This design comes from an exercise in tuning for small area and a short achievable clock period on the open sky130 flow, not from production work.
RTL that was checked went through simulation tests only; none was proved equivalent to the original.
The RTL of runs 4 and 5 was laid out without a check of its function.
No activity file was given, so power comes from the tool's default toggle rates.

$ cat constraint.sdc
create_clock -name core_clock -period 6.0 [get_ports {clk}]
set_input_delay 1.2000 -clock core_clock [delete_from_list [all_inputs] [get_ports {clk}]]
set_output_delay 1.2000 -clock core_clock [all_outputs]
set_load 0.01 [all_outputs]
$ cat design.v
package deflate_pkg;
	function automatic logic [31:0] crc_shift(input logic [31:0] x, input integer n);
		crc_shift = x;
		for (int b = 0; b < n; b++)
			crc_shift = crc_shift[0] ? ((crc_shift >> 1) ^ 32'hEDB8_8320) : (crc_shift >> 1);
	endfunction
endpackage
`timescale 1ns/1ps
module block_decoder (
	input  logic        clk,
	input  logic        rst_n,
	input  logic        word_valid,
	input  logic [31:0] word,
	output logic        a_hdr,           
	output logic        a_dat,           
	output logic [1:0]  a_ra,            
	output logic [3:0]  a_sel,           
	output logic        a_crcv,          
	output logic        a_trl,           
	output logic [31:0] a_word,          
	output logic        a_bf,            
	output logic [1:0]  ra,              
	output logic        protocol_error
);
	logic        in_data_q;      
	logic        ended_q;        
	logic        final_q;        
	logic [15:0] bytes_left;     
	logic        accept;
	logic        block_end;
	logic        is_final;
	logic        last_q;         
	logic [3:0]  ra_oh;
	logic [31:0] word_up;
	assign accept    = word_valid & ~a_hdr & ~ended_q;    
	assign block_end = in_data_q ? last_q : (word[15:0] == '0);
	assign is_final  = in_data_q ? final_q : word[24];
	assign ra = {bytes_left[1] ^ bytes_left[0], bytes_left[0]} & {2{in_data_q & last_q}};   
	always_comb begin
		for (int r = 0; r < 4; r++)
			ra_oh[r] = (ra == 2'(r));
		word_up = ({32{ra_oh[0] & in_data_q}} & word)
		        | ({32{ra_oh[1]}} & {word[23:0], 8'b0})
		        | ({32{ra_oh[2]}} & {word[15:0], 16'b0})
		        | ({32{ra_oh[3]}} & {word[7:0],  24'b0})
		        | ({32{~in_data_q}} & {~word[7:0], word[15:0], ~word[15:8]});
	end
	always_ff @(posedge clk or negedge rst_n) begin
		if (!rst_n) begin
			in_data_q      <= 1'b0;
			ended_q        <= 1'b0;
			a_hdr          <= 1'b0;
			a_dat          <= 1'b0;
			a_trl          <= 1'b0;
			a_ra           <= '0;
			protocol_error <= 1'b0;
		end else begin
			a_hdr <= accept & ~in_data_q;
			a_dat <= accept & in_data_q;
			a_trl <= accept & block_end & is_final;
			a_ra  <= ra & {2{accept & in_data_q}};
			if (word_valid & ~accept)
				protocol_error <= 1'b1;
			if (accept) begin
				in_data_q <= ~block_end;
				ended_q   <= block_end & is_final;
			end
		end
	end
	always_ff @(posedge clk) begin
		for (int r = 0; r < 4; r++)
			a_sel[r] <= accept & in_data_q & ra_oh[r];
		a_crcv <= accept & in_data_q;
		a_word <= word_up;
		a_bf   <= word[24];
		bytes_left[15:2] <= (accept & ~in_data_q) ? word[15:2] : bytes_left[15:2] - {13'd0, accept & in_data_q};
		if (accept) begin
			if (in_data_q) begin
				last_q     <= (bytes_left[15:4] == '0) & ~(bytes_left[3] & (bytes_left[2:0] != 3'b000));
			end else begin
				bytes_left[1:0] <= word[1:0];
				final_q    <= word[24];
				last_q     <= (word[15:3] == '0) & ~(word[2] & (word[1:0] != 2'b00));
			end
		end
	end
endmodule
`timescale 1ns/1ps
module crc32_engine (
	input  logic        clk,
	input  logic        rst_n,
	input  logic        crc_valid,
	input  logic [3:0]  crc_sel,         
	input  logic [31:0] crc_data,        
	input  logic        load,            
	input  logic [31:0] load_value,
	output logic [31:0] crc_out
);
	logic [31:0] inv_q;          
	logic [31:0] c;
	logic [31:0] t_in;           
	logic [31:0] r_lo;           
	logic [31:0] c_next;
	assign c = ~inv_q;
	always_comb begin
		for (int p = 0; p < 4; p++) begin
			t_in[p*8 +: 8] = '0;
			r_lo[p*8 +: 8] = (c[p*8 +: 8] & {8{~crc_valid & ~load}}) | (~load_value[p*8 +: 8] & {8{load}});
			for (int r = 0; r < 4; r++) begin
				if (p >= r)
					t_in[p*8 +: 8] = t_in[p*8 +: 8] | (c[(p-r)*8 +: 8] & {8{crc_sel[r]}});
				else
					r_lo[p*8 +: 8] = r_lo[p*8 +: 8] | (c[(p-r+4)*8 +: 8] & {8{crc_sel[r]}});
			end
			t_in[p*8 +: 8] = t_in[p*8 +: 8] ^ (crc_data[p*8 +: 8] & {8{crc_valid}});
		end
	end
	logic [67:0] s;             
	assign s[0] = t_in[2] ^ t_in[7];
	assign s[1] = t_in[0] ^ t_in[22];
	assign s[2] = t_in[3] ^ t_in[21];
	assign s[3] = t_in[4] ^ s[1];
	assign s[4] = t_in[1] ^ t_in[23];
	assign s[5] = t_in[10] ^ t_in[26];
	assign s[6] = t_in[12] ^ t_in[28];
	assign s[7] = t_in[5] ^ t_in[8];
	assign s[8] = t_in[6] ^ t_in[25];
	assign s[9] = t_in[19] ^ t_in[27];
	assign s[10] = t_in[13] ^ t_in[29];
	assign s[11] = t_in[14] ^ t_in[30];
	assign s[12] = t_in[17] ^ t_in[24];
	assign s[13] = t_in[15] ^ t_in[31];
	assign s[14] = t_in[11] ^ t_in[16];
	assign s[15] = t_in[9] ^ s[8];
	assign s[16] = t_in[20] ^ s[0];
	assign s[17] = t_in[5] ^ s[13];
	assign s[18] = t_in[18] ^ t_in[26];
	assign s[19] = t_in[18] ^ t_in[25];
	assign s[20] = t_in[11] ^ t_in[27];
	assign s[21] = s[4] ^ s[9];
	assign s[22] = t_in[0] ^ s[6];
	assign s[23] = s[10] ^ s[11];
	assign s[24] = t_in[24] ^ t_in[28];
	assign s[25] = t_in[9] ^ s[0];
	assign s[26] = s[2] ^ s[12];
	assign s[27] = t_in[2] ^ t_in[29];
	assign s[28] = t_in[4] ^ t_in[15];
	assign s[29] = t_in[9] ^ t_in[23];
	assign s[30] = t_in[7] ^ s[19];
	assign s[31] = t_in[30] ^ s[5];
	assign s[32] = t_in[17] ^ s[3];
	assign s[33] = t_in[3] ^ t_in[10];
	assign s[34] = s[1] ^ s[17];
	assign s[35] = t_in[6] ^ s[16];
	assign s[36] = t_in[12] ^ s[7];
	assign s[37] = t_in[31] ^ s[2];
	assign s[38] = s[10] ^ s[22];
	assign s[39] = t_in[30] ^ s[18];
	assign s[40] = s[20] ^ s[31];
	assign s[41] = t_in[16] ^ s[3];
	assign s[42] = s[14] ^ s[21];
	assign s[43] = s[14] ^ s[17];
	assign s[44] = t_in[11] ^ s[15];
	assign s[45] = t_in[5] ^ s[25];
	assign s[46] = t_in[14] ^ s[33];
	assign s[47] = t_in[4] ^ s[4];
	assign s[48] = s[24] ^ s[28];
	assign s[49] = t_in[2] ^ s[3];
	assign s[50] = t_in[19] ^ s[13];
	assign s[51] = s[11] ^ s[43];
	assign s[52] = s[7] ^ s[15];
	assign s[53] = t_in[10] ^ s[26];
	assign s[54] = t_in[7] ^ s[5];
	assign s[55] = t_in[23] ^ s[12];
	assign s[56] = t_in[28] ^ s[9];
	assign s[57] = s[4] ^ s[12];
	assign s[58] = t_in[14] ^ s[45];
	assign s[59] = t_in[27] ^ s[7];
	assign s[60] = t_in[20] ^ s[29];
	assign s[61] = s[6] ^ s[27];
	assign s[62] = t_in[4] ^ t_in[24];
	assign s[63] = t_in[31] ^ s[5];
	assign s[64] = t_in[16] ^ t_in[29];
	assign s[65] = t_in[1] ^ s[23];
	assign s[66] = t_in[8] ^ s[39];
	assign s[67] = t_in[13] ^ s[32];
	assign c_next[0] = (s[41] ^ ((s[4] ^ (t_in[8] ^ (t_in[26] ^ t_in[3]))) ^ s[35])) ^ r_lo[0];
	assign c_next[1] = ((s[25] ^ s[26]) ^ (s[47] ^ s[59])) ^ r_lo[1];
	assign c_next[2] = (s[52] ^ ((s[33] ^ (t_in[18] ^ s[24])) ^ s[49])) ^ r_lo[2];
	assign c_next[3] = (s[44] ^ (s[54] ^ (((t_in[19] ^ t_in[29]) ^ (t_in[3] ^ t_in[5])) ^ s[47]))) ^ r_lo[3];
	assign c_next[4] = (s[40] ^ ((s[62] ^ s[36]) ^ s[35])) ^ r_lo[4];
	assign c_next[5] = (s[52] ^ (s[37] ^ (((t_in[13] ^ t_in[7]) ^ s[20]) ^ s[22]))) ^ r_lo[5];
	assign c_next[6] = (s[38] ^ (s[60] ^ ((t_in[16] ^ t_in[2]) ^ s[46]))) ^ r_lo[6];
	assign c_next[7] = (s[65] ^ ((t_in[11] ^ s[28]) ^ s[53])) ^ r_lo[7];
	assign c_next[8] = (((t_in[12] ^ s[19]) ^ s[49]) ^ s[51]) ^ r_lo[8];
	assign c_next[9] = ((s[50] ^ (s[16] ^ s[36])) ^ s[67]) ^ r_lo[9];
	assign c_next[10] = ((((t_in[13] ^ t_in[21]) ^ s[18]) ^ s[3]) ^ s[58]) ^ r_lo[10];
	assign c_next[11] = ((s[21] ^ s[46]) ^ (s[7] ^ (t_in[6] ^ (t_in[15] ^ t_in[22])))) ^ r_lo[11];
	assign c_next[12] = (((s[14] ^ s[29]) ^ s[48]) ^ s[35]) ^ r_lo[12];
	assign c_next[13] = (s[53] ^ (s[36] ^ (s[64] ^ (t_in[7] ^ (t_in[0] ^ t_in[25]))))) ^ r_lo[13];
	assign c_next[14] = (s[67] ^ (s[66] ^ (t_in[1] ^ s[44]))) ^ r_lo[14];
	assign c_next[15] = ((s[63] ^ ((t_in[12] ^ t_in[18]) ^ s[21])) ^ s[58]) ^ r_lo[15];
	assign c_next[16] = (s[42] ^ (s[54] ^ ((t_in[13] ^ t_in[22]) ^ s[48]))) ^ r_lo[16];
	assign c_next[17] = ((s[55] ^ s[59]) ^ (s[61] ^ (s[14] ^ (t_in[25] ^ (t_in[14] ^ t_in[20]))))) ^ r_lo[17];
	assign c_next[18] = (s[38] ^ ((s[26] ^ s[39]) ^ (t_in[15] ^ s[15]))) ^ r_lo[18];
	assign c_next[19] = ((s[41] ^ s[65]) ^ (s[63] ^ (s[9] ^ s[30]))) ^ r_lo[19];
	assign c_next[20] = ((((t_in[7] ^ (t_in[3] ^ t_in[6])) ^ s[56]) ^ s[32]) ^ s[51]) ^ r_lo[20];
	assign c_next[21] = ((((t_in[17] ^ t_in[3]) ^ s[18]) ^ s[61]) ^ s[34]) ^ r_lo[21];
	assign c_next[22] = (s[66] ^ (s[16] ^ (s[9] ^ (t_in[22] ^ s[10])))) ^ r_lo[22];
	assign c_next[23] = ((((t_in[0] ^ t_in[8]) ^ s[11]) ^ s[37]) ^ (s[56] ^ s[60])) ^ r_lo[23];
	assign c_next[24] = ((s[64] ^ (s[13] ^ s[24])) ^ (s[25] ^ ((s[2] ^ s[5]) ^ (t_in[8] ^ (t_in[23] ^ t_in[6]))))) ^ r_lo[24];
	assign c_next[25] = (s[40] ^ (s[57] ^ ((t_in[20] ^ s[27]) ^ s[15]))) ^ r_lo[25];
	assign c_next[26] = (s[40] ^ (s[37] ^ ((s[19] ^ s[6]) ^ (t_in[24] ^ s[0])))) ^ r_lo[26];
	assign c_next[27] = (s[42] ^ (((t_in[31] ^ s[8]) ^ s[16]) ^ s[38])) ^ r_lo[27];
	assign c_next[28] = (s[41] ^ (s[55] ^ (((t_in[21] ^ t_in[6]) ^ s[6]) ^ s[23]))) ^ r_lo[28];
	assign c_next[29] = (s[34] ^ (s[57] ^ (s[23] ^ s[30]))) ^ r_lo[29];
	assign c_next[30] = (((s[11] ^ s[62]) ^ (t_in[3] ^ (t_in[20] ^ t_in[22]))) ^ (s[30] ^ s[50])) ^ r_lo[30];
	assign c_next[31] = ((((t_in[19] ^ t_in[1]) ^ s[0]) ^ (s[2] ^ s[8])) ^ s[34]) ^ r_lo[31];
	always_ff @(posedge clk)
		inv_q <= ~c_next;
	assign crc_out = inv_q;
endmodule
`timescale 1ns/1ps
module stored_sequencer (
	input  logic        clk,
	input  logic        rst_n,
	input  logic        a_hdr,
	input  logic        a_dat,
	input  logic [1:0]  a_ra,
	input  logic [3:0]  a_sel,
	input  logic        a_crcv,
	input  logic [1:0]  ra_next,         
	input  logic        a_trl,
	input  logic [31:0] a_word,
	input  logic        a_bf,
	output logic [2:0]  b_n,             
	output logic        b_last,          
	output logic        b_bf,            
	output logic [31:0] b_lanes          
);
	logic        st_crc_q;               
	logic        hdr_seen_q;             
	logic        crc_init;
	logic        st_isize_q;             
	logic [1:0]  pos_q;                  
	logic [15:0] isize_lo_q;             
	logic        isize_c_q;
	logic [15:0] isize_hi_q;
	logic [15:0] isize_hi_next;
	logic [31:0] crc_value;
	logic [31:0] g;                      
	logic [2:0]  n_c;
	logic [16:0] lo_sum;
	logic [1:0]  rot_next;
	logic [1:0]  pos_next;
	logic [3:0]  rot_q;                  
	crc32_engine crc32_engine_i (
		.clk       (clk),
		.rst_n     (rst_n),
		.crc_valid (a_crcv),
		.crc_data  (a_word),
		.crc_sel   (a_sel),
		.load      (st_crc_q | crc_init),         
		.load_value({isize_hi_next, isize_lo_q}),    
		.crc_out   (crc_value)
	);
 	assign crc_init = a_hdr & ~hdr_seen_q;   
	assign g = (st_crc_q | st_isize_q) ? crc_value : a_word;
	always_comb begin
		if (a_hdr)
			n_c = 3'd5;
		else if (a_dat)
			n_c = {a_ra == 2'd0, 2'd0 - a_ra};
		else if (st_crc_q | st_isize_q)
			n_c = 3'd4;
		else
			n_c = 3'd0;
	end
	always_comb begin
		logic [1:0] p;
		p        = {pos_q[1] ^ (pos_q[0] & a_hdr), pos_q[0] ^ a_hdr};    
		pos_next = {p[1] ^ a_ra[1] ^ (~p[0] & a_ra[0]), p[0] ^ a_ra[0]};
		rot_next = {pos_next[1] ^ ra_next[1] ^ (~pos_next[0] & ra_next[0]), pos_next[0] ^ ra_next[0]};
	end
	assign lo_sum        = {1'b0, isize_lo_q} + {1'b0, a_word[23:8] & {16{a_hdr}}};    
	assign isize_hi_next = isize_hi_q + {15'b0, isize_c_q};
	always_ff @(posedge clk or negedge rst_n) begin
		if (!rst_n) begin
			st_crc_q   <= 1'b0;
			hdr_seen_q <= 1'b0;
			st_isize_q <= 1'b0;
			pos_q      <= '0;
			isize_lo_q <= '0;
			isize_c_q  <= 1'b0;
			isize_hi_q <= '0;
			b_n        <= '0;
			b_last     <= 1'b0;
		end else begin
			st_crc_q   <= a_trl;
			hdr_seen_q <= hdr_seen_q | a_hdr;
			st_isize_q <= st_crc_q;
			pos_q      <= pos_next;
			isize_lo_q <= lo_sum[15:0];
			isize_c_q  <= lo_sum[16];
			isize_hi_q <= isize_hi_next;
			b_n        <= n_c;
			b_last     <= st_isize_q;
		end
	end
	always_ff @(posedge clk) begin
		b_bf    <= a_bf;
		for (int r = 0; r < 4; r++)
			rot_q[r] <= (rot_next == 2'(r));
		b_lanes <= ({32{rot_q[0]}} & g)
		         | ({32{rot_q[1]}} & {g[23:0], g[31:24]})
		         | ({32{rot_q[2]}} & {g[15:0], g[31:16]})
		         | ({32{rot_q[3]}} & {g[7:0],  g[31:8]});
	end
endmodule
`timescale 1ns/1ps
module bit_packer (
	input  logic        clk,
	input  logic        rst_n,
	input  logic [2:0]  b_n,
	input  logic        b_last,
	input  logic        b_bf,
	input  logic [31:0] b_lanes,
	output logic        out_valid,
	output logic [31:0] out_word,
	output logic        out_last,
	output logic [2:0]  out_bytes,
	output logic        done
);
	logic [2:0]  cnt_q;          
	logic        drain_q;        
	logic [31:0] ovf_q;          
	logic [31:0] held;           
	logic        emitted_q;      
	logic [3:0]  cnt_in;
	logic        last_seen;
	logic        emit;
	logic        emit_last;
	logic        hdr;
	logic [3:0]  sel_acc;        
	logic [3:0]  sel_fld;        
	logic [3:0]  sel_bf;         
	logic [31:0] word_c;
	assign cnt_in    = {1'b0, cnt_q} + {1'b0, b_n};
	assign last_seen = drain_q | b_last;
	assign emit      = (cnt_in >= 4'd4) | (last_seen & (cnt_in != '0));
	assign emit_last = last_seen & (cnt_in != '0) & (cnt_in <= 4'd4);
	assign hdr       = (b_n == 3'd5);
	always_comb begin
		for (int j = 0; j < 4; j++) begin
			sel_acc[j] = (cnt_q > 3'(j));
			sel_fld[j] = ~sel_acc[j] & (b_n != '0);
			sel_bf[j]  = hdr & (cnt_q[1:0] == 2'(j));
		end
		held = emitted_q ? ovf_q : out_word;
		for (int j = 0; j < 4; j++) begin
			word_c[j*8 +: 8] = ({8{sel_acc[j]}} & held[j*8 +: 8])
			                 | ({8{sel_fld[j] & ~sel_bf[j]}} & b_lanes[j*8 +: 8])
			                 | {7'b0, sel_bf[j] & b_bf};
		end
	end
	always_ff @(posedge clk or negedge rst_n) begin
		if (!rst_n) begin
			cnt_q     <= '0;
			drain_q   <= 1'b0;
			out_valid <= 1'b0;
			done      <= 1'b0;
		end else begin
			out_valid <= emit;
			drain_q   <= last_seen & ~emit_last;
			done      <= done | emit_last;
			if (emit)
				cnt_q <= emit_last ? '0 : 3'(cnt_in - 4'd4);
			else
				cnt_q <= 3'(cnt_in);
		end
	end
	always_ff @(posedge clk) begin
		out_last  <= emit_last;
		out_bytes <= emit_last ? 3'(cnt_in) : 3'd4;
		out_word  <= word_c;
		ovf_q     <= b_lanes;
		emitted_q <= emit;
	end
endmodule
`timescale 1ns/1ps
module deflate_stored_top (
	input  logic                        clk,
	input  logic                        rst_n,
	input  logic                        word_valid,
	input  logic [32-1:0]  word,           
	output logic                        out_valid,
	output logic [32-1:0]  out_word,
	output logic                        out_last,
	output logic [3-1:0] out_bytes,
	output logic                        done,
	output logic                        protocol_error
);
	logic        a_hdr, a_dat, a_trl;   
	logic [1:0]  a_ra;
	logic [3:0]  a_sel;
	logic        a_crcv;
	logic [1:0]  ra_next;
	logic [31:0] a_word;
	logic        a_bf;
	logic [2:0]  b_n;                   
	logic        b_last, b_bf;
	logic [31:0] b_lanes;
	block_decoder block_decoder_i (
		.clk            (clk),
		.rst_n          (rst_n),
		.word_valid     (word_valid),
		.word           (word),
		.a_hdr          (a_hdr),
		.a_dat          (a_dat),
		.a_ra            (a_ra),
		.a_sel           (a_sel),
		.a_crcv          (a_crcv),
		.ra              (ra_next),
		.a_trl          (a_trl),
		.a_word         (a_word),
		.a_bf           (a_bf),
		.protocol_error (protocol_error)
	);
	stored_sequencer stored_sequencer_i (
		.clk     (clk),
		.rst_n   (rst_n),
		.a_hdr   (a_hdr),
		.a_dat   (a_dat),
		.a_ra     (a_ra),
		.a_sel    (a_sel),
		.a_crcv   (a_crcv),
		.ra_next  (ra_next),
		.a_trl   (a_trl),
		.a_word  (a_word),
		.a_bf    (a_bf),
		.b_n     (b_n),
		.b_last  (b_last),
		.b_bf    (b_bf),
		.b_lanes (b_lanes)
	);
	bit_packer bit_packer_i (
		.clk       (clk),
		.rst_n     (rst_n),
		.b_n       (b_n),
		.b_last    (b_last),
		.b_bf      (b_bf),
		.b_lanes   (b_lanes),
		.out_valid (out_valid),
		.out_word  (out_word),
		.out_last  (out_last),
		.out_bytes (out_bytes),
		.done      (done)
	);
endmodule
$ cat config.mk
export PLATFORM = sky130hd
export DESIGN_NAME = deflate_stored_top
export DESIGN_NICKNAME = deflate_stored_top
export VERILOG_FILES = /design/flow/design.v
export SDC_FILE = /design/flow/constraint.sdc
export NUM_CORES = 4
export LEC_CHECK = 0
export CAP_MARGIN = 20
export CORE_MARGIN = 2
export CORE_UTILIZATION = 40
export CTS_CLUSTER_DIAMETER = 80
export CTS_CLUSTER_SIZE = 24
export SETUP_SLACK_MARGIN = 3.4
export SLEW_MARGIN = 20
export TNS_END_PERCENT = 5
$ cat flow/run.sh
#!/bin/bash
# The standard layout, with the port buffers made of plain buffers instead of the
# slow delay buffers buffer_ports picks by default. Every port still gets its buffer.
set -euo pipefail
export BUFFER_PORTS_ARGS="-buffer_cell sky130_fd_sc_hd__buf_2"
bash standard.sh > standard.log 2>&1
$ cat standard.sh
#!/bin/bash
# synth_recipe.tcl (not shown) runs the flow's synth.tcl, then flattens the netlist and writes it again
# the make line also repeats each setting of config.mk as NAME=value (left out here)
make -C /OpenROAD-flow-scripts/flow DESIGN_CONFIG=/design/flow/config.mk WORK_HOME=/design/flow/orfs CLKGATE_MAP_FILE= SYNTH_SCRIPT=/design/flow/synth_recipe.tcl "${@:-finish}"
==> flow_metrics.env, run 1 <==
export IMPL_pin_count=74
export IMPL_gp_congestion=0.978
export IMPL_crit_top_cell="xnor2_1"
export IMPL_fin_crit_ps=2750
export IMPL_avgViaCountPerCell=5.55
export IMPL_wl_um=41100
export IMPL_port_buffers=73
export IMPL_netlist_area_um2=13600
export IMPL_r2r_end="stored_sequencer_i.crc32_engine_i.inv_q[22]$_DFF_P_"
export IMPL_synth_flop_cell="dfxtp_1"
export IMPL_fp_coreArea_um2=33400
export IMPL_hold_viol_final=0
export IMPL_synth_top_area_cell="dfxtp_1"
export IMPL_synth_top_family_by_area="XOR/XNOR gates"
export IMPL_area_growth_pct=14.5
export IMPL_nNetsFinal=1590
export IMPL_yosysUniqueCellTypes=66
export IMPL_synth_edf_count=4
export IMPL_finalCoreUtilization_pct=46.5
export IMPL_cpMaxStageDelayCell="a222oi_1"
export IMPL_die_x_um=188
export IMPL_clockRootBuffer="clkbuf_16"
export IMPL_grt_overflow=0
export IMPL_grt_pass1_vias=10700
export IMPL_rsz0062_at_grt="true"
export IMPL_synth_xor_area_share_pct=22.6
export IMPL_hold_end="stored_sequencer_i.b_bf$_DFF_P_"
export IMPL_worst_pin_slew_ps=1100
export IMPL_slew_viol_final=0
export IMPL_antenna_found_initial=3
export IMPL_cts_tree="yes"
export IMPL_drt_first_pass_iters=9
export IMPL_synth_compound_area_share_pct=15.9
export IMPL_worst_slew_margin_rel_pct=26.9
export IMPL_final_antenna_net_count=0
export IMPL_netlist_instances=1457
export IMPL_power_leakage_nw=6.35
export IMPL_syn_avg_cell_area_um2=9.32
export IMPL_yosysWarnings=4
export IMPL_skew_ps=25.2
export IMPL_start_util_pct=40.6
export IMPL_worstPathCellList="inv_1, a222oi_1, xnor2_2, xnor2_2, xor2_2, xnor2_1, xnor2_1, xnor2_1"
export IMPL_timing_rr_start="stored_sequencer_i.crc32_engine_i.inv_q[12]$_DFF_P_"
export IMPL_clkSlewWorstSetupHoldPaths_ps=90
export IMPL_clockBufferDepth=3
export IMPL_grt_pass1_wl_um=63500
export IMPL_crit_buf_inv=1
export IMPL_end_kind="flop"
export IMPL_wl_per_cell_um=20.7
export IMPL_dr_first_iter_drc_count=1022
export IMPL_synth_common_cells="234 x xnor2_1, 190 x dfxtp_1, 154 x nand2_1"
export IMPL_worstHoldPathCells=0
export IMPL_power_density_nw_per_um2=647
export IMPL_cp_arrival_ps=3180
export IMPL_ys_seq_area_share_pct=39.2
export IMPL_yosysMostFrequentCell="xnor2_1"
export IMPL_rows=67
export IMPL_hold_buffers=0
export IMPL_timing_final_crit_share_pct=45.9
export IMPL_cts_num_sinks=250
export IMPL_num_vias=11000
export IMPL_setup_worst_path_start_class="flop"
export IMPL_die_height_um=188
export IMPL_cts_buffers=17
export IMPL_cap_viol_max_count=0
export IMPL_setup_tns_ps=0
export IMPL_grt_usage_pct=23.0
export IMPL_synth_seq_cells=250
export IMPL_hpwl_um=30000
export IMPL_synth_adder_area_share_pct=2.88
export IMPL_setup_viol=0
export IMPL_grt_max_degree=60
export IMPL_slowest_delay_ps=520
export IMPL_reg2regPathDepth=8
export IMPL_timing_setup_critical_path_class="flop to flop"
export IMPL_ys_top_cells_by_area="dfxtp_1 28%, xnor2_1 15%, dfrtp_1 10%"
export IMPL_r2r_slack_ps=3250
export IMPL_critical_path_top_delay_family="XOR/XNOR gates"
export IMPL_hold_class="flop to flop"
export IMPL_yosys_area_top_type_share_pct=28.0
export IMPL_irDropWorstVdd_uv=290
export IMPL_drc=0
export IMPL_async_flop_share_pct=22.4
export IMPL_crit_fanout=4
export IMPL_hp_start="block_decoder_i.a_bf$_DFF_P_"
export IMPL_cp_data_required_time_ps=6430
export IMPL_muxShareOfSynthArea_pct=3.23
export IMPL_htreeDepth=1
export IMPL_drive_gt1_share_pct=15.8
export IMPL_status="timing/DRC/antenna clean"
export IMPL_worstSkewPairLatency_ps=510
export IMPL_max_freq_mhz=363
export IMPL_synthesis_nets=1522
export IMPL_synthSimpleGateAreaFrac_pct=12.4
export IMPL_die_area_um2=35400
per-layer routing:
| metal | routed length, um | vias to the layer above | GRT usage [%] |
|---|---|---|---|
| met5 | 0 | - | 0 |
| met4 | 1440 | 0 | 8.09 |
| met3 | 3320 | 89 | 3.56 |
| met2 | 18500 | 527 | 36.2 |
| met1 | 17900 | 5218 | 32.2 |
| li1 | - | 5167 | - |
cell type report:
cell class                 instances  area (um2)
antenna                            1        2.50
timing repair buffer             115         723
sequential                       250        5340
clock buffer                      19         433
fill                            3204       17900
clock inverter                     9         104
tap                              448         561
inverter                          65         256
multi-input combinational       1076        8130
flip-flops by register name, indices dropped and copies added, names as in the netlist, 2 cells and up:
| name | count |
|---|---|
| block_decoder_i.a_word | 32 |
| block_decoder_i.a_ra | 2 |
| stored_sequencer_i.b_n | 3 |
| stored_sequencer_i.b_lanes | 32 |
| bit_packer_i.cnt_q | 3 |
| bit_packer_i.out_bytes | 3 |
| block_decoder_i.bytes_left | 16 |
| bit_packer_i.ovf_q | 32 |
| stored_sequencer_i.crc32_engine_i.inv_q | 32 |
| stored_sequencer_i.rot_q | 4 |
| stored_sequencer_i.isize_hi_q | 16 |
| stored_sequencer_i.isize_lo_q | 16 |
| stored_sequencer_i.pos_q | 2 |
| block_decoder_i.a_sel | 4 |
| bit_packer_i.out_word | 32 |
placed cells by master, fill, tap and decap left out, types with 54 or more instances in the layout:
cell type  count
o21ai_0       95
xnor2_1      216
nand2_1      153
a22oi_1       65
dfrtp_1       54
inv_1         57
nor2_1        54
dfxtp_1      185
buf_2         72
xor2_1        68
how the worst max path moves through the flow:
stage,to,startpoint,cells past startpoint,slack [ps]
after CTS,block_decoder_i.bytes_left[11]$_DFF_P_,word_valid,12,3250
after global routing,bit_packer_i.done$_DFF_PN0_,bit_packer_i.cnt_q[0]$_DFF_PN0_,8,3110
after global placement,block_decoder_i.bytes_left[15]$_DFF_P_,word_valid,12,2480
final,stored_sequencer_i.crc32_engine_i.inv_q[22]$_DFF_P_,stored_sequencer_i.crc32_engine_i.inv_q[12]$_DFF_P_,8,3250
after floorplan,block_decoder_i.bytes_left[11]$_DFF_P_,word_valid,12,2700
after detailed placement,block_decoder_i.bytes_left[11]$_DFF_P_,word_valid,12,2380
per-stage QoR:
step                      power, mW  cell area (um2)  cells  hold slack (ps)  setup WS, ps
after floorplan                7.20            13600   1457              310          2700
after global placement         8.53            14400   1923              334          2480
after detailed placement       8.59            14400   1923              324          2380
after CTS                      9.97            15400   1976              340          3250
after global routing           10.8            15500   1982              344          3110
final                          10.1            15600   1983              338          3250
cell families (layout without fill, tap and decap cells):
kind of cell | after synthesis | in the layout
compound gates | 312 | 312
other cells | 0 | 1
mux | 42 | 42
fa+ha+maj | 30 | 30
xor+xnor | 330 | 330
flops | 250 | 250
buf+inv | 131 | 208
simple gates | 362 | 362
timing repair:
item / CTS / global route
buffers inserted: 25 / 5
pin swaps: 11 / 5
setup endpoints to repair: 68 / 62
cloned: 0 / 0
gates resized for setup: 53 / 12
power breakdown:
| group | internal (mW) | leakage (nW) | switching (mW) | total (mW) |
|---|---|---|---|---|
| clock network | 0.554 | 0.256 | 0.645 | 1.20 |
| logic | 2.61 | 3.76 | 2.90 | 5.51 |
| registers | 2.48 | 2.33 | 0.880 | 3.36 |
==> run 2: changes to the inputs <==
--- a/flow/run.sh
+++ b/flow/run.sh
@@ -4,3 +4,3 @@
 set -euo pipefail
-export BUFFER_PORTS_ARGS="-buffer_cell sky130_fd_sc_hd__buf_2"
+export BUFFER_PORTS_ARGS="-buffer_cell sky130_fd_sc_hd__buf_1"
 bash standard.sh > standard.log 2>&1
==> run 2 against run 1 <==
Sequential share of layout area barely moved. Sequential power barely moved. Sequential cell count did not move. Largest cell class unchanged. Still clean on timing, DRC and antenna. Final cell count rose by 0.55%. Synthesized cell count did not move. Clock skew fell by 12 ps. Die area did not move. Global-route usage rose by 0.084 points. Register-to-register slack got worse by 30 ps. Total power rose by 0.60%.
==> flow_metrics.env, run 2 <==
export IMPL_clockBufferDepth=3
export IMPL_dr_first_iter_drc_count=1274
export IMPL_setup_viol=0
export IMPL_cts_num_sinks=250
export IMPL_die_area_um2=35400
export IMPL_hp_start="stored_sequencer_i.b_lanes[15]$_DFF_P_"
export IMPL_cts_buffers=17
export IMPL_timing_rr_start="stored_sequencer_i.crc32_engine_i.inv_q[23]$_DFF_P_"
export IMPL_power_leakage_nw=6.20
export IMPL_crit_fanout=4
export IMPL_slew_viol_final=0
export IMPL_hpwl_um=30100
export IMPL_setup_worst_path_start_class="input pin"
export IMPL_synth_flop_cell="dfxtp_1"
export IMPL_wl_per_cell_um=20.8
export IMPL_netlist_instances=1457
export IMPL_hold_buffers=0
export IMPL_synth_seq_cells=250
export IMPL_seqPwrFrac_pct=33.5
export IMPL_multiInputGateArea_um2=8090
export IMPL_cts_tree="yes"
export IMPL_wl_um=41400
export IMPL_grt_overflow=0
export IMPL_cp_data_required_time_ps=6410
export IMPL_grt_max_degree=60
export IMPL_p_clk_share_pct=12.4
export IMPL_async_flop_share_pct=22.4
export IMPL_netlist_area_um2=13600
export IMPL_synth_top_area_cell="dfxtp_1"
export IMPL_synth_common_cells="234 x xnor2_1, 190 x dfxtp_1, 154 x nand2_1"
export IMPL_stdcell_count=1994
export IMPL_antenna_found_initial=2
export IMPL_cpMaxStageDelayCell="or3_4"
export IMPL_cp_arrival_ps=3220
export IMPL_skew_ps=13.3
export IMPL_slowest_delay_ps=410
export IMPL_irDropWorstVdd_uv=295
export IMPL_clkSlewWorstSetupHoldPaths_ps=90
export IMPL_die_x_um=188
export IMPL_gp_congestion=0.976
export IMPL_die_height_um=188
export IMPL_ys_seq_area_share_pct=39.2
export IMPL_drive_gt1_share_pct=11.9
export IMPL_grt_pass1_wl_um=63500
export IMPL_hold_end="bit_packer_i.ovf_q[15]$_DFF_P_"
export IMPL_reg2regPathDepth=9
export IMPL_rows=67
export IMPL_fillers=3204
export IMPL_nNetsFinal=1600
export IMPL_p_sw_mw=4.47
export IMPL_drt_first_pass_iters=9
export IMPL_worstSkewPairLatency_ps=520
export IMPL_ys_top_cells_by_area="dfxtp_1 28%, xnor2_1 15%, dfrtp_1 10%"
export IMPL_grt_usage_pct=23.1
export IMPL_dp_cells=1920
export IMPL_final_antenna_net_count=0
export IMPL_pin_count=74
export IMPL_end_kind="flop"
export IMPL_clockRootBuffer="clkbuf_16"
export IMPL_syn_avg_cell_area_um2=9.32
export IMPL_worstHoldPathCells=0
export IMPL_setup_tns_ps=0
export IMPL_num_vias=11100
export IMPL_r2r_end="stored_sequencer_i.crc32_engine_i.inv_q[27]$_DFF_P_"
export IMPL_synthesis_nets=1522
export IMPL_worstPathCellList="buf_6, or3b_4, inv_4, nand2_4, inv_4, ha_4, nor3b_4, nand2b_1, or3_4, buf_4, nor2b_1, xnor2_1, o21ai_0"
export IMPL_htreeDepth=1
export IMPL_layout_common_cells="214 x xnor2_1, 183 x dfxtp_1, 153 x nand2_1"
export IMPL_avgViaCountPerCell=5.54
export IMPL_timing_setup_critical_path_class="input pin to flop"
export IMPL_num_antenna_cells=0
export IMPL_final_common_cell="xnor2_1"
export IMPL_drc=0
export IMPL_cap_viol_max_count=0
export IMPL_yosys_area_top_type_share_pct=28.0
export IMPL_p_int_mw=5.65
export IMPL_yosysWarnings=4
export IMPL_status="timing/DRC/antenna clean"
export IMPL_yosysUniqueCellTypes=66
export IMPL_timing_final_crit_share_pct=46.9
export IMPL_r2r_slack_ps=3220
export IMPL_fin_crit_ps=2810
export IMPL_start_util_pct=40.6
export IMPL_hold_class="flop to flop"
export IMPL_rsz0062_at_grt="true"
export IMPL_max_freq_mhz=356
export IMPL_power_density_nw_per_um2=651
export IMPL_power_switching_share_pct=44.1
export IMPL_area_growth_pct=14.4
export IMPL_port_buffers=73
export IMPL_hold_viol_final=0
export IMPL_worst_pin_slew_ps=1150
export IMPL_crit_top_cell="inv_4"
export IMPL_synth_edf_count=4
export IMPL_p_comb_share_pct=54.1
export IMPL_yosysMostFrequentCell="xnor2_1"
export IMPL_fp_coreArea_um2=33400
export IMPL_worst_slew_margin_rel_pct=22.6
export IMPL_grt_pass1_vias=10600
export IMPL_ff_latch_area_um2=5350
[run 2: changes by cell type in the layout (fill, tap and decap cells not counted), moves of 4 or more]
cell     previous run  this run
buf_4              38        49
xnor2_2            22        26
buf_1               0        71
buf_2              72         1
[run 2: kinds of logic (layout without fill, tap and decap cells)]
family,after synthesis,in the layout,share of synthesized area (%)
multiplexers,42,42,3.23
AND/OR/NAND/NOR,362,362,12.4
buffers and inverters,131,220,3.75
adder cells (fa/ha/maj),30,30,2.88
flip-flops,250,250,39.2
AO/OA/AOI/OAI,312,312,15.9
XOR/XNOR,330,330,22.6
[run 2: cell type report]
cell class,count,share of cell area (%)
clock buffers,21,2.83
clock inverters,9,0.773
inverters,65,1.65
multi-input cells,1076,52.1
flip-flops and latches,250,34.4
well taps,448,3.61
repair buffers,125,4.67
[run 2: how the worst max path moves through the flow]
stage | endpoint | start | cells past startpoint | slack, ps
2_1_floorplan | block_decoder_i.bytes_left[11]$_DFF_P_ | word_valid | 12 | 2700
3_3_place_gp | block_decoder_i.bytes_left[11]$_DFF_P_ | word_valid | 12 | 2440
3_5_place_dp | block_decoder_i.bytes_left[11]$_DFF_P_ | word_valid | 12 | 2380
4_1_cts | block_decoder_i.bytes_left[11]$_DFF_P_ | word_valid | 12 | 3200
5_1_grt | block_decoder_i.bytes_left[15]$_DFF_P_ | word_valid | 13 | 3120
6_report | block_decoder_i.bytes_left[15]$_DFF_P_ | word_valid | 13 | 3190
[run 2: through the flow]
step                      setup WS [ps]  area [um2]  hold slack, ps  power [mW]  utilization [%]
after floorplan                    2700       13600             310        7.20                -
after global placement             2440       14300             333        8.51             42.6
after detailed placement           2380       14300             335        8.59             42.6
after CTS                          3200       15200             355        9.97             45.4
after global routing               3120       15500             363        10.8             46.5
final                              3190       15500             350        10.1             46.5
[run 2: metal layers]
layer  up-vias  global-route usage, %  wire length [um]
li1       5193                      -                 -
met4         2                   8.39              1640
met3       109                   3.93              3490
met1      5225                   32.0             17800
met5         -                      0                13
met2       521                   36.3             18500
[run 2: timing repair]
item | CTS | global route
resized for setup | 37 | 22
endpoints found under the hold margin | 0 | 0
setup endpoints to repair | 68 | 87
buffers inserted | 15 | 28
pin swaps | 5 | 10
[run 2: critical path, delay by kind of cell]
family	cells	cell delay [ps]
adders and majority gates	1	140
buffers and inverters	4	390
and+or+nand+nor	6	1290
xor gates and xnor gates	1	130
AOI/OAI and AO/OA	1	80
[run 2: power groups by stage]
stage          registers (mW)  clock network [mW]  logic [mW]
2_1_floorplan            2.89                   0        4.31
3_3_place_gp             3.37                   0        5.14
3_5_place_dp             3.38                   0        5.21
4_1_cts                  3.34                1.29        5.35
5_1_grt                  3.45                1.35        5.98
6_report                 3.39                1.25        5.48
==> run 3: changes to the inputs <==
--- a/config.mk
+++ b/config.mk
@@ -10,4 +10,4 @@
 export CORE_UTILIZATION = 40
-export CTS_CLUSTER_DIAMETER = 80
-export CTS_CLUSTER_SIZE = 24
+export CTS_CLUSTER_DIAMETER = 100
+export CTS_CLUSTER_SIZE = 28
 export SETUP_SLACK_MARGIN = 3.4
==> run 3 against run 2 <==
Worst hold slack improved by 4.6 ps. Largest cell class unchanged. Sequential power is essentially flat. Utilization fell by 0.16 points. Final area shrank 0.35%. Synthesized cell count unchanged. Sequential share of layout area up 0.12 points. Worst setup slack gained 9.6 ps. Non-clock buffer count is 5 higher. Largest power group unchanged.
==> flow_metrics.env, run 3 <==
export IMPL_grt_overflow=0
export IMPL_synth_flop_cell="dfxtp_1"
export IMPL_grt_pass1_wl_um=63200
export IMPL_p_int_mw=5.50
export IMPL_antenna_found_initial=2
export IMPL_grt_max_degree=60
export IMPL_hp_start="stored_sequencer_i.b_lanes[4]$_DFF_P_"
export IMPL_pre_cts_ws_ps=2380
export IMPL_critical_path_top_delay_family="simple AND/OR/NAND/NOR gates"
export IMPL_die_height_um=188
export IMPL_hold_end="bit_packer_i.ovf_q[4]$_DFF_P_"
export IMPL_power_switching_share_pct=44.4
export IMPL_crit_cells=12
export IMPL_wl_per_cell_um=20.8
export IMPL_nNetsFinal=1601
export IMPL_met2_usage_pct=36.5
export IMPL_reg2regPathDepth=9
export IMPL_ys_seq_area_share_pct=39.2
export IMPL_avgViaCountPerCell=5.56
export IMPL_timing_setup_critical_path_class="input pin to flop"
export IMPL_p_comb_share_pct=55.9
export IMPL_async_flop_share_pct=22.4
export IMPL_synth_seq_cells=250
export IMPL_max_freq_mhz=357
export IMPL_die_area_um2=35400
export IMPL_drc=0
export IMPL_yosysWarnings=4
export IMPL_total_power_mw=9.90
export IMPL_pin_count=74
export IMPL_synthesis_nets=1522
export IMPL_dr_first_iter_drc_count=1353
export IMPL_end_kind="flop"
export IMPL_area_growth_pct=14.0
export IMPL_htreeDepth=1
export IMPL_wl_um=41300
export IMPL_worst_pin_slew_ps=1130
export IMPL_slowest_delay_ps=410
export IMPL_final_common_cell="xnor2_1"
export IMPL_fin_crit_ps=2800
export IMPL_grtUsageMet3_pct=3.67
export IMPL_hpwl_um=30100
export IMPL_crit_buf_inv=3
export IMPL_status="timing/DRC/antenna clean"
export IMPL_ys_top_cells_by_area="dfxtp_1 28%, xnor2_1 15%, dfrtp_1 10%"
export IMPL_p_sw_mw=4.40
export IMPL_fillers=3185
export IMPL_num_vias=11100
export IMPL_hold_class="flop to flop"
export IMPL_cpMaxStageDelayCell="or3_4"
export IMPL_setup_viol=0
export IMPL_finalCoreUtilization_pct=46.3
export IMPL_dp_cells=1920
export IMPL_grt_usage_pct=23.0
export IMPL_synth_top_area_cell="dfxtp_1"
export IMPL_syn_avg_cell_area_um2=9.32
export IMPL_irDropWorstVdd_uv=232
export IMPL_num_antenna_cells=0
export IMPL_yosysUniqueCellTypes=66
export IMPL_yosys_area_top_type_share_pct=28.0
export IMPL_power_density_nw_per_um2=639
export IMPL_worstSkewPairLatency_ps=510
export IMPL_netlist_instances=1457
export IMPL_die_x_um=188
export IMPL_seqPwrFrac_pct=34.1
export IMPL_r2r_slack_ps=3220
export IMPL_timing_final_crit_share_pct=46.7
export IMPL_drive_gt1_share_pct=11.9
export IMPL_skew_ps=27.1
export IMPL_worstHoldPathCells=0
export IMPL_cp_arrival_ps=3210
export IMPL_port_buffers=73
export IMPL_grtUsageMet1_pct=31.8
export IMPL_yosysMostFrequentCell="xnor2_1"
export IMPL_grt_pass1_vias=10600
export IMPL_placed_cell_area_um2=14300
export IMPL_synth_edf_count=4
export IMPL_cp_data_required_time_ps=6410
export IMPL_hold_buffers=0
export IMPL_clockRootBuffer="clkbuf_16"
export IMPL_start_util_pct=40.6
export IMPL_slew_viol_final=0
export IMPL_gp_congestion=0.976
export IMPL_clkSlewWorstSetupHoldPaths_ps=110
export IMPL_r2r_end="stored_sequencer_i.crc32_engine_i.inv_q[27]$_DFF_P_"
export IMPL_fp_coreArea_um2=33400
export IMPL_setup_tns_ps=0
export IMPL_stdcell_count=1990
export IMPL_setup_worst_path_start_class="input pin"
export IMPL_worstPathCellList="buf_6, or3b_4, inv_4, nand2_4, inv_4, ha_4, nor3b_4, nand2b_1, or3_4, nor4_4, xnor2_1, o21ai_1"
export IMPL_rsz0062_at_grt="true"
export IMPL_fin_ws_ps=3200
export IMPL_hold_viol_final=0
export IMPL_drt_first_pass_iters=9
export IMPL_final_antenna_net_count=0
export IMPL_rows=67
export IMPL_power_leakage_nw=6.15
export IMPL_clockBufferDepth=3
export IMPL_cap_viol_max_count=0
export IMPL_crit_top_cell="inv_4"
export IMPL_cts_buffers=13
export IMPL_fin_hold_ws_ps=354
export IMPL_layout_common_cells="212 x xnor2_1, 183 x dfxtp_1, 153 x nand2_1"
export IMPL_timing_rr_start="stored_sequencer_i.crc32_engine_i.inv_q[23]$_DFF_P_"
export IMPL_worst_slew_margin_rel_pct=24.4
export IMPL_synth_common_cells="234 x xnor2_1, 190 x dfxtp_1, 154 x nand2_1"
export IMPL_netlist_area_um2=13600
export IMPL_cts_tree="yes"
export IMPL_final_cell_area_um2=15500
export IMPL_crit_fanout=4
export IMPL_top_usage_layer="met2"
export IMPL_cts_num_sinks=250
export IMPL_p_clk_share_pct=10.0
run 3: worst max path at each step:
stage	from	endpoint	slack [ps]
floorplan	word_valid	block_decoder_i.bytes_left[11]$_DFF_P_	2700
global placement	word_valid	block_decoder_i.bytes_left[11]$_DFF_P_	2440
detailed placement	word_valid	block_decoder_i.bytes_left[11]$_DFF_P_	2380
CTS	word_valid	block_decoder_i.bytes_left[11]$_DFF_P_	3190
global route	word_valid	block_decoder_i.bytes_left[11]$_DFF_P_	3080
finish	word_valid	block_decoder_i.bytes_left[11]$_DFF_P_	3200
run 3: area by class of cell:
type,count,area (um2),share of cell area (%)
clock buffers,17,340,2.20
clock inverters,4,38.8,0.250
inverters,65,262,1.69
multi-input cells,1076,8160,52.7
flip-flops and latches,250,5350,34.5
well taps,448,561,3.62
repair buffers,130,779,5.03
run 3: timing repair:
item	in CTS	in global routing
endpoints found under the setup margin	68	87
pin swaps	5	14
hold endpoints to repair	0	0
gates cloned	0	0
resized for setup	37	33
setup buffers	19	29
run 3: cells by family after synthesis:
family                   after synthesis  share of synthesized area [%]
AO/OA/AOI/OAI                        312                           15.9
XOR/XNOR                             330                           22.6
adder cells (fa/ha/maj)               30                           2.88
buffers and inverters                131                           3.75
flip-flops                           250                           39.2
multiplexers                          42                           3.23
AND/OR/NAND/NOR                      362                           12.4
run 3: routing by layer:
metal / vias up / part of all wire [%] / wire (um)
met2: 519 / 45 / 18700
met3: 94 / 8.6 / 3550
met5: - / 0 / 0
met1: 5272 / 42 / 17600
met4: 0 / 3.7 / 1550
li1: 5184 / - / -
run 3: power groups by stage:
stage	clock (mW)	sequential, mW	combinational [mW]
6_report	0.987	3.38	5.53
5_1_grt	1.07	3.45	6.04
4_1_cts	1.02	3.33	5.37
3_5_place_dp	0	3.38	5.21
3_3_place_gp	0	3.37	5.14
2_1_floorplan	0	2.89	4.31
==> run 4: changes to the inputs <==
--- a/design.v
+++ b/design.v
@@ -75,3 +75,5 @@
 		a_bf   <= word[24];
-		bytes_left[15:2] <= (accept & ~in_data_q) ? word[15:2] : bytes_left[15:2] - {13'd0, accept & in_data_q};
+		bytes_left[15:2] <= ({14{accept & ~in_data_q}} & word[15:2])
+		                  | ({14{accept & in_data_q}}  & (bytes_left[15:2] - 14'd1))
+		                  | ({14{~accept}}             & bytes_left[15:2]);
 		if (accept) begin
--- a/flow/run.sh
+++ b/flow/run.sh
@@ -4,3 +4,3 @@
 set -euo pipefail
-export BUFFER_PORTS_ARGS="-buffer_cell sky130_fd_sc_hd__buf_1"
+export BUFFER_PORTS_ARGS="-buffer_cell sky130_fd_sc_hd__buf_2"
 bash standard.sh > standard.log 2>&1
--- a/config.mk
+++ b/config.mk
@@ -10,5 +10,5 @@
 export CORE_UTILIZATION = 40
-export CTS_CLUSTER_DIAMETER = 100
-export CTS_CLUSTER_SIZE = 28
-export SETUP_SLACK_MARGIN = 3.4
+export CTS_CLUSTER_DIAMETER = 80
+export CTS_CLUSTER_SIZE = 24
+export SETUP_SLACK_MARGIN = 3.5
 export SLEW_MARGIN = 20
==> run 4 against run 3 <==
Utilization rose by 3.6 points. Sequential cell count is the same. Global-route usage rose by 0.47 points. Combinational power rose by 15%. Largest cell class unchanged.
==> flow_metrics.env, run 4 <==
export IMPL_cts_tree="yes"
export IMPL_start_util_pct=40.4
export IMPL_timing_setup_critical_path_class="flop to flop"
export IMPL_p_sw_mw=4.76
export IMPL_power_leakage_nw=6.93
export IMPL_hold_class="flop to flop"
export IMPL_port_buffers=73
export IMPL_netlist_area_um2=13500
export IMPL_fillers=3048
export IMPL_yosysWarnings=4
export IMPL_die_x_um=188
export IMPL_p_comb_share_pct=58.3
export IMPL_pre_cts_ws_ps=2280
export IMPL_worstPathCellList="buf_6, clkinvlp_4, buf_4, buf_4, o22ai_4, xor2_2, buf_4, xnor2_4, xnor2_2, xnor2_1, xnor2_1, xor3_1"
export IMPL_grt_pass1_vias=11000
export IMPL_netlist_instances=1476
export IMPL_clockBufferDepth=3
export IMPL_p_clk_share_pct=10.9
export IMPL_timing_final_crit_share_pct=44.8
export IMPL_hpwl_um=30800
export IMPL_cts_num_sinks=250
export IMPL_fin_crit_ps=2690
export IMPL_worst_pin_slew_ps=1100
export IMPL_synth_top_area_cell="dfxtp_1"
export IMPL_power_switching_share_pct=43.5
export IMPL_final_antenna_net_count=0
export IMPL_p_int_mw=6.18
export IMPL_clkSlewWorstSetupHoldPaths_ps=100
export IMPL_skew_ps=10.9
export IMPL_ys_top_cells_by_area="dfxtp_1 28%, xnor2_1 13%, dfrtp_1 10%"
export IMPL_drive_gt1_share_pct=22.6
export IMPL_setup_viol=0
export IMPL_async_flop_share_pct=22.4
export IMPL_status="timing/DRC/antenna clean"
export IMPL_yosys_area_top_type_share_pct=28.1
export IMPL_crit_fanout=5
export IMPL_grt_pass1_wl_um=64600
export IMPL_grt_usage_pct=23.5
export IMPL_pin_count=74
export IMPL_syn_avg_cell_area_um2=9.17
export IMPL_ys_seq_area_share_pct=39.4
export IMPL_cpMaxStageDelayCell="dfxtp_4"
export IMPL_num_antenna_cells=0
export IMPL_worst_slew_margin_rel_pct=26.8
export IMPL_area_growth_pct=23.4
export IMPL_synthesis_nets=1540
export IMPL_cp_data_required_time_ps=6400
export IMPL_cp_arrival_ps=3080
export IMPL_final_common_cell="dfxtp_1"
export IMPL_max_freq_mhz=372
export IMPL_end_kind="flop"
export IMPL_yosysMostFrequentCell="xnor2_1"
export IMPL_yosysUniqueCellTypes=62
export IMPL_nNetsFinal=1665
export IMPL_slowest_delay_ps=370
export IMPL_stdcell_count=2059
export IMPL_placed_cell_area_um2=14300
export IMPL_synth_common_cells="208 x xnor2_1, 190 x dfxtp_1, 161 x nand2_1"
export IMPL_num_vias=11500
export IMPL_worstSkewPairLatency_ps=520
export IMPL_gp_congestion=1.00
export IMPL_synth_flop_cell="dfxtp_1"
export IMPL_crit_top_cell="buf_4"
export IMPL_fin_ws_ps=3310
export IMPL_drt_first_pass_iters=8
export IMPL_cap_viol_max_count=0
export IMPL_die_area_um2=35300
export IMPL_dr_first_iter_drc_count=1384
export IMPL_seqPwrFrac_pct=30.8
export IMPL_fin_hold_ws_ps=342
export IMPL_setup_tns_ps=0
export IMPL_layout_common_cells="173 x dfxtp_1, 161 x nand2_1, 160 x xnor2_1"
export IMPL_irDropWorstVdd_uv=256
export IMPL_wl_um=43500
export IMPL_setup_worst_path_start_class="flop"
export IMPL_slew_viol_final=0
export IMPL_hold_viol_final=0
export IMPL_antenna_found_initial=0
export IMPL_power_density_nw_per_um2=655
export IMPL_grt_overflow=0
export IMPL_clockRootBuffer="clkbuf_16"
export IMPL_cts_buffers=16
export IMPL_dp_cells=1937
export IMPL_r2r_slack_ps=3310
export IMPL_wl_per_cell_um=21.1
export IMPL_rows=67
export IMPL_htreeDepth=1
export IMPL_finalCoreUtilization_pct=49.9
export IMPL_fp_coreArea_um2=33400
export IMPL_grt_max_degree=64
export IMPL_avgViaCountPerCell=5.57
export IMPL_final_cell_area_um2=16700
export IMPL_die_height_um=188
export IMPL_synth_edf_count=4
export IMPL_rsz0062_at_grt="true"
export IMPL_synth_seq_cells=250
export IMPL_total_power_mw=10.9
export IMPL_drc=0
-- run 4: path summary, 6_finish.rpt --
path	from	end	cells past startpoint
setup / recovery	block_decoder_i.a_sel[0]$_DFF_P_	stored_sequencer_i.crc32_engine_i.inv_q[9]$_DFF_P_	12
hold / removal	stored_sequencer_i.b_lanes[3]$_DFF_P_	bit_packer_i.ovf_q[3]$_DFF_P_	0
setup reg to reg	block_decoder_i.a_sel[0]$_DFF_P_	stored_sequencer_i.crc32_engine_i.inv_q[9]$_DFF_P_	12
hold reg to reg	stored_sequencer_i.b_lanes[3]$_DFF_P_	bit_packer_i.ovf_q[3]$_DFF_P_	0
max in group asynchronous	rst_n	bit_packer_i.cnt_q[0]$_DFF_PN0_	2
min in group asynchronous	rst_n	stored_sequencer_i.isize_lo_q[12]$_DFF_PN0_	2
-- run 4: power groups by stage --
stage                     clock (mW)  sequential, mW  combinational (mW)
final                           1.19            3.37                6.38
after global routing            1.28            3.42                6.91
after CTS                       1.22            3.32                5.78
after detailed placement           0            3.35                5.39
after global placement             0            3.35                5.35
after floorplan                    0            2.88                4.39
-- run 4: cell families (layout without fill, tap and decap cells) --
logic type	Yosys count	count (layout)	synth area share, %
mux	41	41	3.14
flops	250	250	39.4
fa+ha+maj	29	29	2.79
buf+inv	136	271	3.92
xor+xnor	308	308	21.0
compound gates	335	335	16.9
simple gates	377	377	12.9
-- run 4: layout make-up --
| type | instances | area (um2) | share of cell area [%] |
|---|---|---|---|
| inverter | 66 | 260 | 1.56 |
| clock buffer | 24 | 483 | 2.89 |
| clock inverter | 4 | 47.5 | 0.285 |
| multi-input combinational | 1090 | 8730 | 52.3 |
| timing repair inverter | 1 | 5.00 | 0.0300 |
| tap | 448 | 561 | 3.36 |
| timing repair buffer | 176 | 1240 | 7.41 |
| sequential | 250 | 5370 | 32.2 |
-- run 4: what timing repair did --
| item | CTS | global route |
|---|---|---|
| setup buffers | 44 | 48 |
| pin swaps | 28 | 50 |
| setup endpoints to repair | 76 | 66 |
| resized for setup | 82 | 99 |
| hold buffers | 0 | 0 |
| gates cloned | 1 | 0 |
-- run 4: per-layer routing --
| layer | up-vias | part of all wire (%) | global-route usage, % |
|---|---|---|---|
| met3 | 125 | 8.1 | 3.20 |
| met5 | - | 0 | 0 |
| met2 | 542 | 46 | 37.4 |
| met1 | 5450 | 42 | 32.2 |
| met4 | 0 | 4.2 | 9.51 |
| li1 | 5355 | - | - |
-- run 4: critical path, delay by kind of cell (launching register included) --
kind	cells	cell delay (ps)
flops	1	370
compound gates	1	160
buf+inv	5	700
xor+xnor	6	1330
==> run 5: changes to the inputs <==
--- a/design.v
+++ b/design.v
@@ -18,2 +18,4 @@
 	output logic        a_crcv,          
+	output logic [3:0]  a_sel_h,         
+	output logic        a_crcv_h,
 	output logic        a_trl,           
@@ -55,2 +57,4 @@
 			a_ra           <= '0;
+			a_sel_h        <= '0;
+			a_crcv_h       <= 1'b0;
 			protocol_error <= 1'b0;
@@ -61,2 +65,5 @@
 			a_ra  <= ra & {2{accept & in_data_q}};
+			for (int r = 0; r < 4; r++)
+				a_sel_h[r] <= accept & in_data_q & ra_oh[r];
+			a_crcv_h <= accept & in_data_q;
 			if (word_valid & ~accept)
@@ -75,10 +82,8 @@
 		a_bf   <= word[24];
-		bytes_left[15:2] <= ({14{accept & ~in_data_q}} & word[15:2])
-		                  | ({14{accept & in_data_q}}  & (bytes_left[15:2] - 14'd1))
-		                  | ({14{~accept}}             & bytes_left[15:2]);
 		if (accept) begin
 			if (in_data_q) begin
-				last_q     <= (bytes_left[15:4] == '0) & ~(bytes_left[3] & (bytes_left[2:0] != 3'b000));
+				bytes_left[15:2] <= bytes_left[15:2] - 14'd1;
+				last_q           <= (bytes_left[15:4] == '0) & ~(bytes_left[3] & (bytes_left[2:0] != 3'b000));
 			end else begin
-				bytes_left[1:0] <= word[1:0];
+				bytes_left <= word[15:0];
 				final_q    <= word[24];
@@ -93,4 +98,5 @@
 	input  logic        rst_n,
-	input  logic        crc_valid,
+	input  logic [1:0]  crc_valid,       
 	input  logic [3:0]  crc_sel,         
+	input  logic [3:0]  crc_sel_h,       
 	input  logic [31:0] crc_data,        
@@ -107,12 +113,16 @@
 	always_comb begin
+		logic       v;
+		logic [3:0] sel;
 		for (int p = 0; p < 4; p++) begin
+			v   = (p < 2) ? crc_valid[0] : crc_valid[1];
+			sel = (p < 2) ? crc_sel : crc_sel_h;
 			t_in[p*8 +: 8] = '0;
-			r_lo[p*8 +: 8] = (c[p*8 +: 8] & {8{~crc_valid & ~load}}) | (~load_value[p*8 +: 8] & {8{load}});
+			r_lo[p*8 +: 8] = (c[p*8 +: 8] & {8{~v & ~load}}) | (~load_value[p*8 +: 8] & {8{load}});
 			for (int r = 0; r < 4; r++) begin
 				if (p >= r)
-					t_in[p*8 +: 8] = t_in[p*8 +: 8] | (c[(p-r)*8 +: 8] & {8{crc_sel[r]}});
+					t_in[p*8 +: 8] = t_in[p*8 +: 8] | (c[(p-r)*8 +: 8] & {8{sel[r]}});
 				else
-					r_lo[p*8 +: 8] = r_lo[p*8 +: 8] | (c[(p-r+4)*8 +: 8] & {8{crc_sel[r]}});
+					r_lo[p*8 +: 8] = r_lo[p*8 +: 8] | (c[(p-r+4)*8 +: 8] & {8{sel[r]}});
 			end
-			t_in[p*8 +: 8] = t_in[p*8 +: 8] ^ (crc_data[p*8 +: 8] & {8{crc_valid}});
+			t_in[p*8 +: 8] = t_in[p*8 +: 8] ^ (crc_data[p*8 +: 8] & {8{v}});
 		end
@@ -233,2 +243,4 @@
 	input  logic        a_crcv,
+	input  logic [3:0]  a_sel_h,
+	input  logic        a_crcv_h,
 	input  logic [1:0]  ra_next,         
@@ -261,5 +273,6 @@
 		.rst_n     (rst_n),
-		.crc_valid (a_crcv),
+		.crc_valid ({a_crcv_h, a_crcv}),
 		.crc_data  (a_word),
 		.crc_sel   (a_sel),
+		.crc_sel_h (a_sel_h),
 		.load      (st_crc_q | crc_init),         
@@ -408,2 +421,4 @@
 	logic        a_crcv;
+	logic [3:0]  a_sel_h;
+	logic        a_crcv_h;
 	logic [1:0]  ra_next;
@@ -424,2 +439,4 @@
 		.a_crcv          (a_crcv),
+		.a_sel_h         (a_sel_h),
+		.a_crcv_h        (a_crcv_h),
 		.ra              (ra_next),
@@ -438,2 +455,4 @@
 		.a_crcv   (a_crcv),
+		.a_sel_h  (a_sel_h),
+		.a_crcv_h (a_crcv_h),
 		.ra_next  (ra_next),
==> run 5 against run 4 <==
Maximum frequency is 1.0% lower. Combinational power is 7.1% lower. Critical endpoint is now stored_sequencer_i.crc32_engine_i.inv_q[7]$_DFF_P_. Still clean. Sequential cell count is 4 higher. Global-route usage is 1.4 points higher. Critical path type unchanged. Worst hold slack worse by 0.75 ps. Largest power group unchanged. Clock skew is 18 ps higher. First-iteration DRC count is 2.7% higher.
==> flow_metrics.env, run 5 <==
export IMPL_crit_fanout=4
export IMPL_final_antenna_net_count=0
export IMPL_hold_class="flop to flop"
export IMPL_yosysUniqueCellTypes=66
export IMPL_pin_count=74
export IMPL_die_x_um=191
export IMPL_cts_tree="yes"
export IMPL_cpMaxStageDelayCell="dfxtp_1"
export IMPL_setup_worst_path_start_class="flop"
export IMPL_avgViaCountPerCell=5.70
export IMPL_timing_final_crit_share_pct=45.2
export IMPL_crit_top_cell="xnor2_1"
export IMPL_port_buffers=73
export IMPL_yosysMostFrequentCell="dfxtp_1"
export IMPL_drt_first_pass_iters=9
export IMPL_htreeDepth=1
export IMPL_wl_um=45700
export IMPL_power_density_nw_per_um2=638
export IMPL_irDropWorstVdd_uv=251
export IMPL_cap_viol_max_count=0
export IMPL_power_leakage_nw=7.12
export IMPL_clockRootBuffer="clkbuf_16"
export IMPL_async_flop_share_pct=23.6
export IMPL_cp_data_required_time_ps=6450
export IMPL_area_growth_pct=18.2
export IMPL_slew_viol_final=0
export IMPL_synth_edf_count=18
export IMPL_max_freq_mhz=369
export IMPL_clockBufferDepth=3
export IMPL_cts_buffers=18
export IMPL_dp_cells=1919
export IMPL_slowest_delay_ps=510
export IMPL_stdcell_count=2013
export IMPL_worstSkewPairLatency_ps=530
export IMPL_worstPathCellList="inv_1, a222oi_1, buf_4, xnor3_2, buf_4, xor2_2, xnor2_1, xnor2_1, xnor2_1"
export IMPL_cp_arrival_ps=3170
export IMPL_hold_viol_final=0
export IMPL_setup_tns_ps=0
export IMPL_grt_max_degree=65
export IMPL_drive_gt1_share_pct=19.6
export IMPL_status="timing/DRC/antenna clean"
export IMPL_ys_top_cells_by_area="dfxtp_1 25%, xnor2_1 11%, dfrtp_1 11%"
export IMPL_grt_overflow=0
export IMPL_fp_coreArea_um2=34500
export IMPL_yosys_area_top_type_share_pct=25.1
export IMPL_seqPwrFrac_pct=32.0
export IMPL_final_common_cell="dfxtp_1"
export IMPL_skew_ps=28.6
export IMPL_p_sw_mw=4.54
export IMPL_num_vias=11500
export IMPL_p_int_mw=6.04
export IMPL_p_clk_share_pct=11.9
export IMPL_hpwl_um=33400
export IMPL_start_util_pct=40.6
export IMPL_wl_per_cell_um=22.7
export IMPL_synth_flop_cell="dfxtp_1"
export IMPL_gp_congestion=0.983
export IMPL_ys_seq_area_share_pct=39.7
export IMPL_clkSlewWorstSetupHoldPaths_ps=90
export IMPL_syn_avg_cell_area_um2=9.68
export IMPL_worst_slew_margin_rel_pct=26.0
export IMPL_yosysWarnings=4
export IMPL_rsz0062_at_grt="true"
export IMPL_finalCoreUtilization_pct=48.0
export IMPL_nNetsFinal=1612
export IMPL_synth_seq_cells=254
export IMPL_synth_top_area_cell="dfxtp_1"
export IMPL_cts_num_sinks=254
export IMPL_end_kind="flop"
export IMPL_antenna_found_initial=0
export IMPL_netlist_instances=1449
export IMPL_rows=68
export IMPL_netlist_area_um2=14000
export IMPL_power_switching_share_pct=42.9
export IMPL_grt_usage_pct=24.9
export IMPL_drc=0
export IMPL_grt_pass1_wl_um=68100
export IMPL_setup_viol=0
export IMPL_hold_buffers=0
export IMPL_p_comb_share_pct=56.1
export IMPL_num_antenna_cells=0
export IMPL_die_area_um2=36600
export IMPL_layout_common_cells="162 x dfxtp_1, 147 x nand2_1, 145 x xnor2_1"
export IMPL_total_power_mw=10.6
export IMPL_fin_crit_ps=2710
export IMPL_synthesis_nets=1513
export IMPL_synth_common_cells="176 x dfxtp_1, 174 x xnor2_1, 147 x nand2_1"
export IMPL_grt_pass1_vias=11000
export IMPL_dr_first_iter_drc_count=1422
export IMPL_worst_pin_slew_ps=1110
export IMPL_die_height_um=191
export IMPL_timing_setup_critical_path_class="flop to flop"
==> run 5: power by group through the flow <==
stage	clock, mW	sequential, mW	combinational [mW]
4_1_cts	1.29	3.33	5.81
3_5_place_dp	0	3.37	5.42
2_1_floorplan	0	2.88	4.38
6_report	1.26	3.39	5.93
5_1_grt	1.34	3.42	6.40
3_3_place_gp	0	3.36	5.41
==> run 5: path summary, 6_finish.rpt <==
check	endpoint	depth (start not counted)	slack, ps	from
setup / recovery	stored_sequencer_i.crc32_engine_i.inv_q[7]$_DFF_P_	9	3290	stored_sequencer_i.crc32_engine_i.inv_q[9]$_DFF_P_
hold / removal	bit_packer_i.ovf_q[23]$_DFF_P_	0	340	stored_sequencer_i.b_lanes[23]$_DFF_P_
setup reg to reg	stored_sequencer_i.crc32_engine_i.inv_q[7]$_DFF_P_	9	3290	stored_sequencer_i.crc32_engine_i.inv_q[9]$_DFF_P_
hold reg to reg	bit_packer_i.ovf_q[23]$_DFF_P_	0	340	stored_sequencer_i.b_lanes[23]$_DFF_P_
max in group asynchronous	block_decoder_i.a_hdr$_DFF_PN0_	2	4440	rst_n
min in group asynchronous	stored_sequencer_i.isize_lo_q[10]$_DFF_PN0_	2	870	rst_n
==> run 5: metal layers <==
layer	track usage, %	routed length, um	up-vias
met5	0	0	-
met4	10.4	2100	0
met3	3.67	3780	120
met2	38.5	20300	588
met1	34.6	19500	5514
li1	-	-	5256
==> run 5: cell families after synthesis <==
| family | share of synthesized area, % |
|---|---|
| AND/OR/NAND/NOR | 12.3 |
| AO/OA/AOI/OAI | 16.0 |
| XOR/XNOR | 22.5 |
| flip-flops | 39.7 |
| buffers and inverters | 3.79 |
| multiplexers | 3.02 |
| adder cells (fa/ha/maj) | 2.69 |
==> run 5: critical path: cells and delay by family (launching register included) <==
family	cells	cell delay, ps
xor gates and xnor gates	5	1290
buffers and inverters	3	520
AOI/OAI and AO/OA	1	330
DFF	1	510
==> run 5: through the flow <==
| step | worst slack [ps] | hold slack, ps | instance area [um2] |
|---|---|---|---|
| CTS | 3360 | 335 | 16400 |
| floorplan | 3400 | 310 | 14100 |
| global placement | 2600 | 335 | 14900 |
| finish | 3290 | 341 | 16600 |
| detailed placement | 2540 | 336 | 14900 |
| global route | 3250 | 339 | 16600 |
==> run 5: repair_timing <==
action	CTS	global route
pin swaps	40	19
setup buffers	56	8
endpoints found under the setup margin	70	52
gates resized for setup	97	25
==> run 5: area by class of cell <==
type                    instances  area (um2)
clock buffers                  24         483
clock inverters                 6        81.3
fillers                      3283       18000
inverters                      72         278
multi-input cells            1056        8640
flip-flops and latches        254        5600
well taps                     455         569
repair buffers                146         930

-- what the ideal ports hide --
Ports are ideal in the flow. The routed layouts listed here were re-timed in OpenROAD. Step 1 (the two cells are an assumption about what drives the block):
set clk [get_ports {clk}]
set_driving_cell -lib_cell sky130_fd_sc_hd__clkbuf_16 $clk
set_driving_cell -lib_cell sky130_fd_sc_hd__buf_2 [delete_from_list [all_inputs] $clk]
Step 2 moves the port delays by t, midway between the first and last clock arrival at a register: inputs arrive t later, outputs are due t later. That takes back most of the time a late clock gives input paths. Slacks: ideal / step 1 / step 2; pairs: ideal / step 1.
run	shift t [ns]	slack for setup (ns)	hold WS [ns]	worst setup path after step 2	latest minus earliest clock arrival (ns)
run 1	0.550	3.247 / 3.247 / 2.712	0.338 / 0.338 / 0.338	input to register	0.026 / 0.026
run 2	0.568	3.187 / 3.189 / 2.621	0.350 / 0.350 / 0.350	input to register	0.014 / 0.014
run 3	0.547	3.197 / 3.196 / 2.649	0.354 / 0.354 / 0.354	input to register	0.030 / 0.030
run 4	0.558	3.314 / 3.314 / 3.105	0.342 / 0.342 / 0.342	input to register	0.013 / 0.012
run 5	0.568	3.287 / 3.287 / 3.176	0.341 / 0.341 / 0.341	input to register	0.031 / 0.030
After both steps every run listed still meets setup and hold. The setup slack of run 2, which loses most, moves by +0.002 ns with the drivers and by -0.566 ns with both steps.
